Background: an optimization exercise with open tools, aiming at small area, a short achievable clock period and few clock cycles per item. Do not read the settings as production practice. Where RTL was checked, it was by simulation tests only, not by an equivalence proof against the original. No activity file was given, so power comes from the tool's default toggle rates.

==> flow/design.v (excerpt) <==
module led_chain_chase_encoder_unit (
  input  logic                          clk_i,
  input  logic                          rst_ni,
  input  logic                          psel,
  input  logic                          penable,
  input  logic                          pwrite,
  input  logic [lcce_pkg::ADDR_W-1:0]   paddr,
  input  logic [lcce_pkg::DATA_W-1:0]   pwdata,
  output logic [lcce_pkg::DATA_W-1:0]   prdata,
  output logic                          pready,
  input  logic                          in_valid_i,
  output logic                          in_stall_o,
  input  logic [lcce_pkg::STEP_W-1:0]   step_index_i,
  input  logic [7:0]                    red_i,
  input  logic [7:0]                    green_i,
  input  logic [7:0]                    blue_i,
  output logic                          out_valid_o,
  input  logic                          out_stall_i,
  output logic [7:0]                    bit7_code_o,
  output logic [7:0]                    bit6_code_o,
  output logic [7:0]                    bit5_code_o,
  output logic [7:0]                    bit4_code_o,
  output logic [7:0]                    bit3_code_o,
  output logic [7:0]                    bit2_code_o,
  output logic [7:0]                    bit1_code_o,
  output logic [7:0]                    bit0_code_o,
  output logic                          reset_slot_o,
  output logic                          last_of_frame_o
);
For scale: roughly 430 flip-flops, ~190 I/O pins, ~0.018 sq mm of cells after synthesis.
export LEC_CHECK = 0
export CAP_MARGIN = 20
export CORE_MARGIN = 2
export CORE_UTILIZATION = 60
export CTS_CLUSTER_DIAMETER = 80
export CTS_CLUSTER_SIZE = 24
export SETUP_SLACK_MARGIN = 2.0
export SLEW_MARGIN = 20
create_clock -name core_clock -period 4.5 [get_ports {clk_i}]
run.sh (not shown) runs the stock make flow with config.mk's settings and CLKGATE_MAP_FILE= SYNTH_SCRIPT=/design/flow/synth_recipe.tcl, a recipe that flattens the netlist after the stock synthesis.
Next try:
--- a/flow/design.v
+++ b/flow/design.v
@@ -32,34 +32,33 @@
   logic [7:0] bp_q, zc_q, oc_q;
   logic [3:0] ap_q;
   logic [2:0] ds_q;
   logic [7:0] rd_d, rd_q;
   logic       wr_en;
   logic       bz_q;
-  logic [4:0] wsel_q;
   assign wr_en = psel && penable && pwrite;
-  always_ff @(posedge clk_i) begin
-    for (int i = 0; i < 5; i++) wsel_q[i] <= (int'(paddr[4:2]) == i);
-  end
   always_ff @(posedge clk_i or negedge rst_ni) begin
     if (!rst_ni) begin
       bp_q <= lcce_pkg::RST_BLINK_PERIOD;
       bz_q <= 1'b0;
       ap_q <= lcce_pkg::RST_ACTIVE_PIXELS;
       ds_q <= lcce_pkg::RST_DIM_SHIFT;
       zc_q <= lcce_pkg::RST_ZERO_CODE;
       oc_q <= lcce_pkg::RST_ONE_CODE;
     end else if (wr_en) begin
-      if (wsel_q[0]) begin
-        bp_q <= pwdata[7:0];
-        bz_q <= (pwdata[7:0] == 8'd0);
-      end
-      if (wsel_q[1]) ap_q <= pwdata[3:0];
-      if (wsel_q[2]) ds_q <= pwdata[2:0];
-      if (wsel_q[3]) zc_q <= pwdata[7:0];
-      if (wsel_q[4]) oc_q <= pwdata[7:0];
+      case (paddr[4:2])
+        3'd0: begin
+          bp_q <= pwdata[7:0];
+          bz_q <= (pwdata[7:0] == 8'd0);
+        end
+        3'd1: ap_q <= pwdata[3:0];
+        3'd2: ds_q <= pwdata[2:0];
+        3'd3: zc_q <= pwdata[7:0];
+        3'd4: oc_q <= pwdata[7:0];
+        default: ;
+      endcase
     end
   end
   always_comb begin
     case (paddr[4:2])
       3'd0:    rd_d = bp_q;
       3'd1:    rd_d = {4'd0, ap_q};
@@ -315,17 +314,13 @@
     sel_q <= sel_d;
     e_q   <= e_d;
     en_q  <= ~e_d;
     rs_q  <= rs_d;
     rsn_q <= ~rs_d;
   end
-  logic rd_free, rd_stall;
-  assign rd_free  = !busy_q || (at_rslot ? (!pend_q || n_q == 4'd0)
-                                         : (sel_q[2] && pix_inc == n_q && !pend_q));
-  assign rd_stall = !busy_q || (at_rslot && !pend_q);
-  assign reads_done_next_o = out_free ? rd_free : rd_stall;
+  assign reads_done_next_o = !busy_d || ((pix_d == n_q) && !pend_d);
   assign pix_sel_o    = pm_q;
   assign byte_sel_o   = sel_q;
   assign out_valid_o  = ov_q;
   assign bits_o       = e_q;
   assign zero_code_o  = zero_code_i & {8{~rs_q}};
   assign reset_slot_o = rs_q;
@@ -407,13 +402,13 @@
     end else begin
       acc_q <= !acc_q && ready_next && reads_done_next;
       fix_q <= take;
     end
   end
   assign in_stall_o = !acc_q;
-  assign take       = acc_q;
+  assign take       = acc_q && in_valid_i;
   assign pixel      = {green_i >> dim_shift, red_i >> dim_shift, blue_i >> dim_shift};
   lcce_queue u_chain (
     .clk_i   (clk_i),
     .rst_ni  (rst_ni),
     .shift_i (take),
     .lit_i   (lit),
The new run completed with no timing, DRC or antenna violations.
Clock skew is about the same.
Worst hold slack improved by 0.12 ns.
Clock power falls by about 4%.
Total power came out lower by 19%.
Flip-flop and latch count went down by 5.
Die area hardly moves.
Setup slack loses 0.076 ns.
Routed wire length fell by 3.8%.
Sequential share of layout area falls by 0.84 points.
Cell area barely changes.
Critical path depth climbs by 1.
Count of clock-buffer cells in the layout shrinks by 13.
First-iteration DRC count is lower by about 26%.
Synthesized cell count is about the same.
No run of this note included a check of the RTL's function; only the layout flow was run.

## the reference run
led_chain_chase_encoder_unit, a different RTL version from the one above (not shown whole).
For scale: roughly 1400 cells after synthesis, ~190 I/O pins, about 18000 um2 of cells after synthesis.
==> flow/config.mk <==
export PLATFORM = sky130hd
export DESIGN_NAME = led_chain_chase_encoder_unit
export DESIGN_NICKNAME = led_chain_chase_encoder_unit
export VERILOG_FILES = /design/flow/design.v
export SDC_FILE = /design/flow/constraint.sdc
export NUM_CORES = 4
export LEC_CHECK = 0
export CAP_MARGIN = 20
export CORE_MARGIN = 2
export CORE_UTILIZATION = 60
export CTS_CLUSTER_DIAMETER = 80
export CTS_CLUSTER_SIZE = 24
export SETUP_SLACK_MARGIN = 2.0
export SLEW_MARGIN = 20
==> flow/constraint.sdc <==
create_clock -name core_clock -period 4.5 [get_ports {clk_i}]
set_input_delay 0.9000 -clock core_clock [delete_from_list [all_inputs] [get_ports {clk_i}]]
set_output_delay 0.9000 -clock core_clock [all_outputs]
set_load 0.01 [all_outputs]
Testbench counts of the reference run, summed over its fixed seeds: cycles 98,032, steps 4,608.
Modified inputs, the trial run compared to the reference run
-- flow/design.v --
<<< the reference run, line 234
  logic [2:0]  sel_q, sel_d;
  logic        busy_q, busy_d, pend_q, pend_d, ov_q, ov_d, rs_q, rs_d;
  logic [7:0]  e_q, e_d, en_q;
  logic        rsn_q;
  logic        lit_f_q, frame_lit;
  logic        out_free, at_rslot, start;
>>> the trial run, line 234
  logic [2:0]  sel_q, sel_d;
  logic        busy_q, busy_d, pend_q, pend_d, ov_q, ov_d, rs_q, rs_d;
  logic [7:0]  e_q, e_d, en_q, zc_q, zc_d, zcn_q;
  logic        lit_f_q, frame_lit;
  logic        out_free, at_rslot, start;
<<< the reference run, line 263
    ov_d   = ov_q;
    e_d    = ~en_q;
    rs_d   = ~rsn_q;
    if (!busy_q) begin
      if (out_free) ov_d = 1'b0;
>>> the trial run, line 262
    ov_d   = ov_q;
    e_d    = ~en_q;
    zc_d   = ~zcn_q;
    rs_d   = rs_q;
    if (!busy_q) begin
      if (out_free) ov_d = 1'b0;
<<< the reference run, line 276
      if (at_rslot) begin
        e_d    = '0;
        rs_d   = 1'b1;
        pend_d = 1'b0;
>>> the trial run, line 276
      if (at_rslot) begin
        e_d    = '0;
        zc_d   = '0;
        rs_d   = 1'b1;
        pend_d = 1'b0;
<<< the reference run, line 287
      end else begin
        e_d   = byte_i & {8{frame_lit}};
        rs_d  = 1'b0;
        sel_d = {sel_q[1:0], sel_q[2]};
>>> the trial run, line 288
      end else begin
        e_d   = byte_i & {8{frame_lit}};
        zc_d  = zero_code_i;
        rs_d  = 1'b0;
        sel_d = {sel_q[1:0], sel_q[2]};
<<< the reference run, line 315
    e_q   <= e_d;
    en_q  <= ~e_d;
    rs_q  <= rs_d;
    rsn_q <= ~rs_d;
  end
  assign reads_done_next_o = !busy_d || ((pix_d == n_q) && !pend_d);
>>> the trial run, line 317
    e_q   <= e_d;
    en_q  <= ~e_d;
    zc_q  <= zc_d;
    zcn_q <= ~zc_d;
    rs_q  <= rs_d;
  end
  assign reads_done_next_o = !busy_d || ((pix_d == n_q) && !pend_d);
<<< the reference run, line 323
  assign out_valid_o  = ov_q;
  assign bits_o       = e_q;
  assign zero_code_o  = zero_code_i & {8{~rs_q}};
  assign reset_slot_o = rs_q;
endmodule
>>> the trial run, line 326
  assign out_valid_o  = ov_q;
  assign bits_o       = e_q;
  assign zero_code_o  = zc_q;
  assign reset_slot_o = rs_q;
endmodule
<<< the reference run, line 406
  end
  assign in_stall_o = !acc_q;
  assign take       = acc_q;
  assign pixel      = {green_i >> dim_shift, red_i >> dim_shift, blue_i >> dim_shift};
  lcce_queue u_chain (
>>> the trial run, line 409
  end
  assign in_stall_o = !acc_q;
  assign take       = acc_q && in_valid_i;
  assign pixel      = {green_i >> dim_shift, red_i >> dim_shift, blue_i >> dim_shift};
  lcce_queue u_chain (
==> run summary <==
The trial run reached the end of the flow, and the finished layout is clean on the timing, design-rule and antenna checks. The trial run does worse than the reference run on post-layout minimum cycle time. Going from the reference run to the trial run, the internal power summed over all cells was found to have gone up by 3.5%. Going from the reference run to the trial run, synthesized-area fraction occupied by and/or/nand/nor cells saw a decrease, count of plain and timing-repair buffers in the layout saw an increase, multiplexer area fraction after synthesis saw an increase. Non-clock buffer contribution to total cell area ends up lower on the reference run.
Testbench counts of the trial run, summed over its fixed seeds: cycles 98,032, steps 4,608.

led_chain_chase_encoder_unit, a different RTL version from the one above (not shown whole).
Size in the first run: roughly 1300 cells after synthesis, about 410 flip-flops, roughly 190 I/O pins, about 19000 sq um of cells after synthesis.
==> module lcce_front, before the edit <==
module lcce_front (
  input  logic                          clk_i,
  input  logic                          rst_ni,
  input  logic [7:0]                    period_i,
  input  logic                          cfg_wr_i,
  input  logic                          in_valid_i,
  input  logic                          take_i,
  input  logic [lcce_pkg::STEP_W-1:0]   step_index_i,
  output logic                          ready_next_o,
  output logic                          lit_o
);
  logic [9:0]  p3_q;
  logic        cfg_ok_q;
  logic [7:0]  rem_q, rem_d, rem_big, rem_top;
  logic [3:0]  cnt_q;
  logic        first_q;
  logic [1:0]  bits_q, bits_d, top;
  logic [9:0]  t;
  logic [10:0] s1, s2, s3;
  logic        clear;
  always_comb begin
    case (cnt_q[2:0])
      3'd0: bits_d = step_index_i[13:12];
      3'd1: bits_d = step_index_i[11:10];
      3'd2: bits_d = step_index_i[9:8];
      3'd3: bits_d = step_index_i[7:6];
      3'd4: bits_d = step_index_i[5:4];
      3'd5: bits_d = step_index_i[3:2];
      default: bits_d = step_index_i[1:0];
    endcase
  end
  assign top = step_index_i[15:14];
  always_comb begin
    rem_top = {6'd0, top};
    if (period_i[7:2] == 6'd0) begin
      case (period_i[1:0])
        2'd1:    rem_top = 8'd0;
        2'd2:    rem_top = {7'd0, top[0]};
        2'd3:    rem_top = (top == 2'd3) ? 8'd0 : {6'd0, top};
        default: rem_top = {6'd0, top};
      endcase
    end
  end
  assign t  = {rem_q, bits_q};
  assign s1 = {1'b0, t} - {3'b000, period_i};
  assign s2 = {1'b0, t} - {2'b00, period_i, 1'b0};
  assign s3 = {1'b0, t} - {1'b0, p3_q};
  always_comb begin
    if (!s3[10])      rem_big = s3[7:0];
    else if (!s2[10]) rem_big = s2[7:0];
    else if (!s1[10]) rem_big = s1[7:0];
    else              rem_big = t[7:0];
  end
  assign rem_d = first_q ? rem_top : rem_big;
  assign clear = !in_valid_i || !cfg_ok_q;
  always_ff @(posedge clk_i or negedge rst_ni) begin
    if (!rst_ni) begin
      cnt_q    <= '0;
      first_q  <= 1'b1;
      cfg_ok_q <= 1'b0;
    end else begin
      cfg_ok_q <= !cfg_wr_i;
      if (clear || take_i) begin
        cnt_q   <= '0;
        first_q <= 1'b1;
      end else if (!cnt_q[3]) begin
        cnt_q   <= cnt_q + 4'd1;
        first_q <= 1'b0;
      end
    end
  end
  always_ff @(posedge clk_i) begin
    if (!cnt_q[3]) begin
      rem_q  <= rem_d;
      bits_q <= bits_d;
    end
  end
  always_ff @(posedge clk_i) begin
    p3_q <= {2'b00, period_i} + {1'b0, period_i, 1'b0};
  end
  assign ready_next_o = in_valid_i && !take_i && cfg_ok_q && (cnt_q[3] || cnt_q[2:1] == 2'b11);
  assign lit_o        = (rem_q == 8'd0);
endmodule
clock: 4.5 ns
lec_check: 0
cap_margin: 20
core_margin: 2
core_utilization: 60
cts_cluster_diameter: 80
cts_cluster_size: 24
setup_slack_margin: 2.0
slew_margin: 20
Testbench counts at the start, summed over its fixed seeds: cycles 98,032, steps 4,608.
Edit:
--- a/flow/design.v
+++ b/flow/design.v
@@ -93,12 +93,14 @@
   output logic                          lit_o
 );
+  logic [7:0]  pe_q;
   logic [9:0]  p3_q;
   logic        cfg_ok_q;
-  logic [7:0]  rem_q, rem_d, rem_big, rem_top;
+  logic [7:0]  rem_q, rem_d, rem_top;
   logic [3:0]  cnt_q;
-  logic        first_q;
+  logic        first_q, late_q, lit_hold_q;
   logic [1:0]  bits_q, bits_d, top;
   logic [9:0]  t;
   logic [10:0] s1, s2, s3;
+  logic        sel0, sel1, sel2, sel3;
   logic        clear;
   always_comb begin
@@ -116,6 +118,6 @@
   always_comb begin
     rem_top = {6'd0, top};
-    if (period_i[7:2] == 6'd0) begin
-      case (period_i[1:0])
+    if (pe_q[7:2] == 6'd0) begin
+      case (pe_q[1:0])
         2'd1:    rem_top = 8'd0;
         2'd2:    rem_top = {7'd0, top[0]};
@@ -126,14 +128,16 @@
   end
   assign t  = {rem_q, bits_q};
-  assign s1 = {1'b0, t} - {3'b000, period_i};
-  assign s2 = {1'b0, t} - {2'b00, period_i, 1'b0};
+  assign s1 = {1'b0, t} - {3'b000, pe_q};
+  assign s2 = {1'b0, t} - {2'b00, pe_q, 1'b0};
   assign s3 = {1'b0, t} - {1'b0, p3_q};
-  always_comb begin
-    if (!s3[10])      rem_big = s3[7:0];
-    else if (!s2[10]) rem_big = s2[7:0];
-    else if (!s1[10]) rem_big = s1[7:0];
-    else              rem_big = t[7:0];
-  end
-  assign rem_d = first_q ? rem_top : rem_big;
+  assign sel3 = !first_q && !s3[10];
+  assign sel2 = !first_q && s3[10] && !s2[10];
+  assign sel1 = !first_q && s2[10] && !s1[10];
+  assign sel0 = !first_q && s1[10];
+  assign rem_d = ({8{sel3}}    & s3[7:0])
+               | ({8{sel2}}    & s2[7:0])
+               | ({8{sel1}}    & s1[7:0])
+               | ({8{sel0}}    & t[7:0])
+               | ({8{first_q}} & rem_top);
   assign clear = !in_valid_i || !cfg_ok_q;
   always_ff @(posedge clk_i or negedge rst_ni) begin
@@ -147,5 +151,5 @@
         cnt_q   <= '0;
         first_q <= 1'b1;
-      end else if (!cnt_q[3]) begin
+      end else if (cnt_q != 4'd9) begin
         cnt_q   <= cnt_q + 4'd1;
         first_q <= 1'b0;
@@ -154,14 +158,15 @@
   end
   always_ff @(posedge clk_i) begin
-    if (!cnt_q[3]) begin
-      rem_q  <= rem_d;
-      bits_q <= bits_d;
-    end
+    rem_q  <= rem_d;
+    bits_q <= bits_d;
+    late_q <= cnt_q[3];
+    if (cnt_q == 4'd8) lit_hold_q <= (rem_q == 8'd0);
   end
   always_ff @(posedge clk_i) begin
+    pe_q <= period_i;
     p3_q <= {2'b00, period_i} + {1'b0, period_i, 1'b0};
   end
   assign ready_next_o = in_valid_i && !take_i && cfg_ok_q && (cnt_q[3] || cnt_q[2:1] == 2'b11);
-  assign lit_o        = (rem_q == 8'd0);
+  assign lit_o        = late_q ? lit_hold_q : (rem_q == 8'd0);
 endmodule
 `default_nettype wire
The changed run finished with timing, DRC and antenna clean.
Cell count climbs by a few percent.
Flip-flop and latch count increases by 9.
Fmax rises by a few percent.
Sequential share of layout area falls by 0.54 points.
Critical path depth decreases by 5.
Design area grows slightly.
First-iteration DRC count grows by roughly a tenth.
Worst setup slack is better by 0.082 ns.
Combinational power is higher by a few percent.
Synthesized area barely changes.
Wire length rises slightly.
Count of clock-buffer cells in the layout does not change.
Via count climbs slightly.
Testbench counts after the change, summed over its fixed seeds: cycles 98,032, steps 4,608.

[re-timing with driven ports]
The flow's constraints put no driver on any port. The routed layouts listed below were extracted and timed again, unchanged, in two steps. Step 1, drivers: a clkbuf_16 drives clk_i and a buf_2 each remaining input, both assumed. Step 2 also shifts input and output timing later by t, the mid clock arrival at the registers, as if the neighbouring blocks saw the same clock. Slacks: no drivers / after step 1 / after step 2; pairs: no drivers / after step 1.
| run | t, ns | slack for setup (ns) | hold WS [ns] | worst setup path after step 2 | clock arrival spread, ns |
|---|---|---|---|---|---|
| the first run of note 1 | 0.588 | 1.990 / 1.937 / 1.796 | 0.131 / 0.110 / 0.434 | input to register | 0.017 / 0.016 |
| the second run of note 1 | 0.595 | 1.914 / 1.930 / 1.350 | 0.250 / 0.227 / 0.419 | input to register | 0.020 / 0.019 |
| the reference run | 0.591 | 2.015 / 1.968 / 1.480 | 0.309 / 0.288 / 0.429 | input to register | 0.029 / 0.029 |
| the trial run | 0.589 | 1.992 / 1.943 / 1.520 | 0.238 / 0.223 / 0.424 | input to register | 0.022 / 0.022 |
| the first run of note 3 | 0.595 | 1.822 / 1.822 / 1.511 | 0.328 / 0.294 / 0.450 | input to register | 0.030 / 0.029 |
| the second run of note 3 | 0.604 | 1.904 / 1.851 / 1.502 | 0.349 / 0.317 / 0.442 | input to register | 0.022 / 0.022 |
After both steps every run listed still meets setup and hold. For the second run of note 1, which loses most, drivers alone change the setup slack by +0.016 ns; drivers and shift together by -0.564 ns.
